This design comes from an exercise in tuning for small area on the open sky130 flow, not from production work.
At most, simulation tests tie the RTL to the original design; equivalence was not proved.
Power and IR drop assume default switching activity.

## rev 12
==> module trigger_top, before the edit <==
module trigger_top (
    input  logic          ttc_clk,
    input  logic          rst,
    input  logic          rst_trigger_num,         
    input  logic          rst_trigger_timestamp,   
    input  trigger_pkg::trig_num_t     trig_num_preset,    
    input  trigger_pkg::timestamp_t    timestamp_preset,   
    input  logic          ttc_trigger,
    input  trigger_pkg::trig_type_t    trig_type,
    input  trigger_pkg::chan_mask_t    chan_en,
    input  trigger_pkg::delay_t        trig_delay,
    input  trigger_pkg::chan_mask_t    chan_dones,
    output trigger_pkg::chan_mask_t    chan_trig,
    input  logic          readout_ready,
    input  logic          readout_done,
    output logic          initiate_readout,
    output logic          send_empty_event,
    output trigger_pkg::readout_info_t readout_info,
    output trigger_pkg::trig_num_t     trig_num,
    output trigger_pkg::timestamp_t    trig_timestamp,
    output logic          error_trig_rate,
    output logic          error_trig_num,
    output logic          error_trig_type
);
    localparam logic [2:0] C_IDLE  = 3'd0;
    localparam logic [2:0] C_DELAY = 3'd1;
    localparam logic [2:0] C_FIRE  = 3'd2;
    localparam logic [2:0] C_WAIT  = 3'd3;
    localparam logic [2:0] C_LOG   = 3'd4;
    localparam logic [1:0] P_IDLE  = 2'd0;
    localparam logic [1:0] P_ISSUE = 2'd1;
    localparam logic [1:0] P_WAIT  = 2'd2;
    logic [43:0] ts_cnt;
    logic        acq_strobe;
    logic [2:0]  type_q;         
    logic [2:0]  cstate;
    logic [4:0]  mask_q;
    logic [15:0] dcnt;
    logic        x_pos, x_neg;   
    logic [1:0]  pstate;
    logic        empty_q;
    logic [4:0]  nt;             
    logic [3:0]  wp, rp;         
    logic [3:0]  wts, rts;       
    logic [23:0] tn_mem [16];
    logic [23:0] ev_mem [16];
    logic        em_mem [16];
    logic [46:0] ts_mem [15];
    logic        c_idle, c_log, acq_ready, accept, take, full;
    logic [23:0] num_base, inc_in, inc_out, ev_rec;
    assign c_idle    = (cstate == C_IDLE);
    assign c_log     = (cstate == C_LOG);
    assign full      = nt[4];
    assign acq_ready = c_idle && !full && !acq_strobe;
    assign accept    = ttc_trigger && acq_ready;
    assign num_base  = rst_trigger_num ? trig_num_preset : trig_num;
    assign inc_in    = c_log ? trig_num : num_base;
    assign inc_out   = inc_in + 24'd1;
    assign ev_rec    = x_pos ? inc_out : trig_num;
    always_ff @(posedge ttc_clk) begin
        if (rst) begin
            ts_cnt <= '0;
        end else if (rst_trigger_timestamp) begin
            ts_cnt <= timestamp_preset;
        end else begin
            ts_cnt <= ts_cnt + 44'd1;
        end
    end
    always_ff @(posedge ttc_clk) begin
        if (rst) begin
            acq_strobe      <= 1'b0;
            trig_num        <= '0;
            trig_timestamp  <= '0;
            error_trig_rate <= 1'b0;
        end else begin
            acq_strobe <= accept;
            trig_num   <= accept ? inc_out : num_base;
            if (accept) trig_timestamp <= ts_cnt;
            if (ttc_trigger && !acq_ready) error_trig_rate <= 1'b1;
        end
    end
    always_ff @(posedge ttc_clk) begin
        if (accept) type_q <= trig_type;
    end
    logic all_done, to_log, x_zero;
    assign all_done  = ((chan_dones & mask_q) == mask_q);
    assign to_log    = (c_idle && acq_strobe && (chan_en == '0)) ||
                       ((cstate == C_WAIT) && all_done);
    assign chan_trig = (cstate == C_FIRE) ? mask_q : '0;
    assign x_zero    = rst_trigger_num || (!x_pos && !x_neg);
    always_ff @(posedge ttc_clk) begin
        if (rst) begin
            cstate <= C_IDLE;
            x_pos  <= 1'b0;
            x_neg  <= 1'b0;
        end else begin
            x_pos <= to_log ? x_zero : (!accept && !rst_trigger_num && x_pos);
            x_neg <= accept ? x_zero : (!to_log && !rst_trigger_num && x_neg);
            case (cstate)
                C_IDLE: begin
                    if (acq_strobe) begin
                        if (chan_en == '0)          cstate <= C_LOG;
                        else if (trig_delay == '0) cstate <= C_FIRE;
                        else                       cstate <= C_DELAY;
                    end
                end
                C_DELAY: if (dcnt == 16'd1) cstate <= C_FIRE;
                C_FIRE:  cstate <= C_WAIT;
                C_WAIT:  if (all_done) cstate <= C_LOG;
                default: cstate <= C_IDLE;
            endcase
        end
    end
    always_ff @(posedge ttc_clk) begin
        if (c_idle && acq_strobe) begin
            mask_q <= chan_en;
            dcnt   <= trig_delay;
        end else if (cstate == C_DELAY) begin
            dcnt <= dcnt - 16'd1;
        end
    end
    logic        ring_any, save;
    logic [3:0]  wp_prev;
    assign ring_any = (nt > 5'd1) || ((nt == 5'd1) && acq_strobe);
    assign save     = accept && ((nt > 5'd1) || ((nt == 5'd1) && !take));
    assign wp_prev  = wp - 4'd1;
    always_ff @(posedge ttc_clk) begin
        if (rst) begin
            nt  <= '0;
            wp  <= '0;
            rp  <= '0;
            wts <= '0;
            rts <= '0;
        end else begin
            nt <= nt + {4'd0, acq_strobe} - {4'd0, take};
            if (acq_strobe) wp <= wp + 4'd1;
            if (take) rp <= rp + 4'd1;
            if (save) wts <= (wts == 4'd14) ? 4'd0 : wts + 4'd1;
            if (take && ring_any) rts <= (rts == 4'd14) ? 4'd0 : rts + 4'd1;
        end
    end
    always_ff @(posedge ttc_clk) begin
        if (acq_strobe) tn_mem[wp] <= trig_num;
        if (c_log) begin
            ev_mem[wp_prev] <= ev_rec;
            em_mem[wp_prev] <= (mask_q == '0);
        end
        if (save) ts_mem[wts] <= {type_q, trig_timestamp};
    end
    logic [46:0] head_ts;
    logic [15:0] rsel;
    logic [14:0] tsel;
    logic [23:0] head_ev, head_tn;
    logic        head_em;
    assign take     = (pstate == P_IDLE) && readout_ready && (nt > {4'd0, !c_idle});
    assign rsel     = 16'd1 << rp;
    assign tsel     = ring_any ? (15'd1 << rts) : 15'd0;
    always_comb begin
        head_ev = '0;
        head_tn = '0;
        head_em = 1'b0;
        head_ts = ring_any ? 47'd0 : {type_q, trig_timestamp};
        for (int i = 0; i < 16; i++) begin
            head_ev = head_ev | ({24{rsel[i]}} & ev_mem[i]);
            head_tn = head_tn | ({24{rsel[i]}} & tn_mem[i]);
            head_em = head_em | (rsel[i] & em_mem[i]);
        end
        for (int i = 0; i < 15; i++) begin
            head_ts = head_ts | ({47{tsel[i]}} & ts_mem[i]);
        end
    end
    assign initiate_readout = (pstate == P_ISSUE) && !empty_q;
    assign send_empty_event = (pstate == P_ISSUE) && empty_q;
    assign error_trig_num   = 1'b0;
    assign error_trig_type  = 1'b0;
    always_ff @(posedge ttc_clk) begin
        if (rst) begin
            pstate       <= P_IDLE;
            empty_q      <= 1'b0;
            readout_info <= '0;
        end else begin
            case (pstate)
                P_IDLE: begin
                    if (take) begin
                        readout_info <= {head_ev, head_tn, head_ts};
                        empty_q      <= head_em;
                        pstate       <= P_ISSUE;
                    end
                end
                P_ISSUE: pstate <= readout_done ? P_IDLE : P_WAIT;
                P_WAIT:  if (readout_done) pstate <= P_IDLE;
                default: pstate <= P_IDLE;
            endcase
        end
    end
endmodule
clock: 5.0 ns
lec_check: 0
cap_margin: 20
core_margin: 2
core_utilization: 40
slew_margin: 20
run.sh (not shown) runs the stock make flow with config.mk's settings and CLKGATE_MAP_FILE= SYNTH_SCRIPT=/design/flow/synth_recipe.tcl, a recipe that flattens the netlist after the stock synthesis.
Edits applied to the flow inputs when going from rev 12 to rev 13:
--- a/flow/design.v
+++ b/flow/design.v
@@ -199,17 +199,17 @@
     logic [15:0] rsel;
     logic [14:0] tsel;
     logic [23:0] head_ev, head_tn;
     logic        head_em;
     assign take     = (pstate == P_IDLE) && readout_ready && (nt > {4'd0, !c_idle});
-    assign rsel     = 16'd1 << rp;
-    assign tsel     = ring_any ? (15'd1 << rts) : 15'd0;
+    assign rsel     = rst ? 16'd0 : (16'd1 << rp);
+    assign tsel     = (rst || !ring_any) ? 15'd0 : (15'd1 << rts);
     always_comb begin
         head_ev = '0;
         head_tn = '0;
         head_em = 1'b0;
-        head_ts = ring_any ? 47'd0 : {type_q, trig_timestamp};
+        head_ts = (rst || ring_any) ? 47'd0 : {type_q, trig_timestamp};
         for (int i = 0; i < 16; i++) begin
             head_ev = head_ev | ({24{rsel[i]}} & ev_mem[i]);
             head_tn = head_tn | ({24{rsel[i]}} & tn_mem[i]);
             head_em = head_em | (rsel[i] & em_mem[i]);
         end
@@ -220,23 +220,21 @@
     assign initiate_readout = (pstate == P_ISSUE) && !empty_q;
     assign send_empty_event = (pstate == P_ISSUE) && empty_q;
     assign error_trig_num   = 1'b0;
     assign error_trig_type  = 1'b0;
     always_ff @(posedge ttc_clk) begin
-        if (rst) begin
-            pstate       <= P_IDLE;
-            empty_q      <= 1'b0;
-            readout_info <= '0;
+        if (rst || take) begin
+            readout_info <= {head_ev, head_tn, head_ts};
+            empty_q      <= head_em;
+        end
+    end
+    always_ff @(posedge ttc_clk) begin
+        if (rst) begin
+            pstate <= P_IDLE;
         end else begin
             case (pstate)
-                P_IDLE: begin
-                    if (take) begin
-                        readout_info <= {head_ev, head_tn, head_ts};
-                        empty_q      <= head_em;
-                        pstate       <= P_ISSUE;
-                    end
-                end
+                P_IDLE: if (take) pstate <= P_ISSUE;
                 P_ISSUE: pstate <= readout_done ? P_IDLE : P_WAIT;
                 P_WAIT:  if (readout_done) pstate <= P_IDLE;
                 default: pstate <= P_IDLE;
             endcase
         end
==> comparison <==
When the final numbers for rev 13 and rev 12 were put side by side, the layout overhead on the synthesized area turned out to be greater in rev 13.
Relative to rev 12, design area has decreased by 1900 um2 in rev 13.
Rev 13 and rev 12 ended up with nearly the same xor and xnor fraction of the mapped netlist area.
Comparing rev 13 and rev 12, the lower final clock period utilization by the worst path is on rev 13.
Rev 13: maximum frequency higher than rev 12
Diff rev 12 -> rev 13: final critical-path required period saw a decrease, ratio of cells with drive above 1 in the final layout saw a decrease, critical path depth in cells saw a decrease, complex-gate fraction of the synthesized area saw a decrease, switching part of the total power saw a decrease.
Only the layout flow was run in rev 12; the RTL was not checked for function there.

==> port drivers added, routing unchanged <==
The results above use ideal ports. As a check the final layouts listed here were re-extracted and re-timed, cells and wires unchanged.
Step 1 assumes that a clkbuf_16 drives the clock port and a buf_2 every other input.
Step 2, shift: input delay + t, output delay - t, t = (earliest + latest rising clock arrival at the registers) / 2. This alone moves slack from input paths to output paths.
a / b / c = ideal ports / drivers / drivers and shift; a / b = the first two.
run	shift t [ns]	setup slack, ns	latest minus earliest clock arrival (ns)	cell pins on the clock port's net
rev 12	0.913	0.663 / 0.663 / 0.400	0.076 / 0.076	1
rev 13	0.895	0.856 / 0.856 / 0.597	0.060 / 0.060	1
After both steps setup and hold are still met in every run listed. The setup slack of rev 12, which loses most, moves by 0.000 ns with the drivers and by -0.263 ns with both steps.
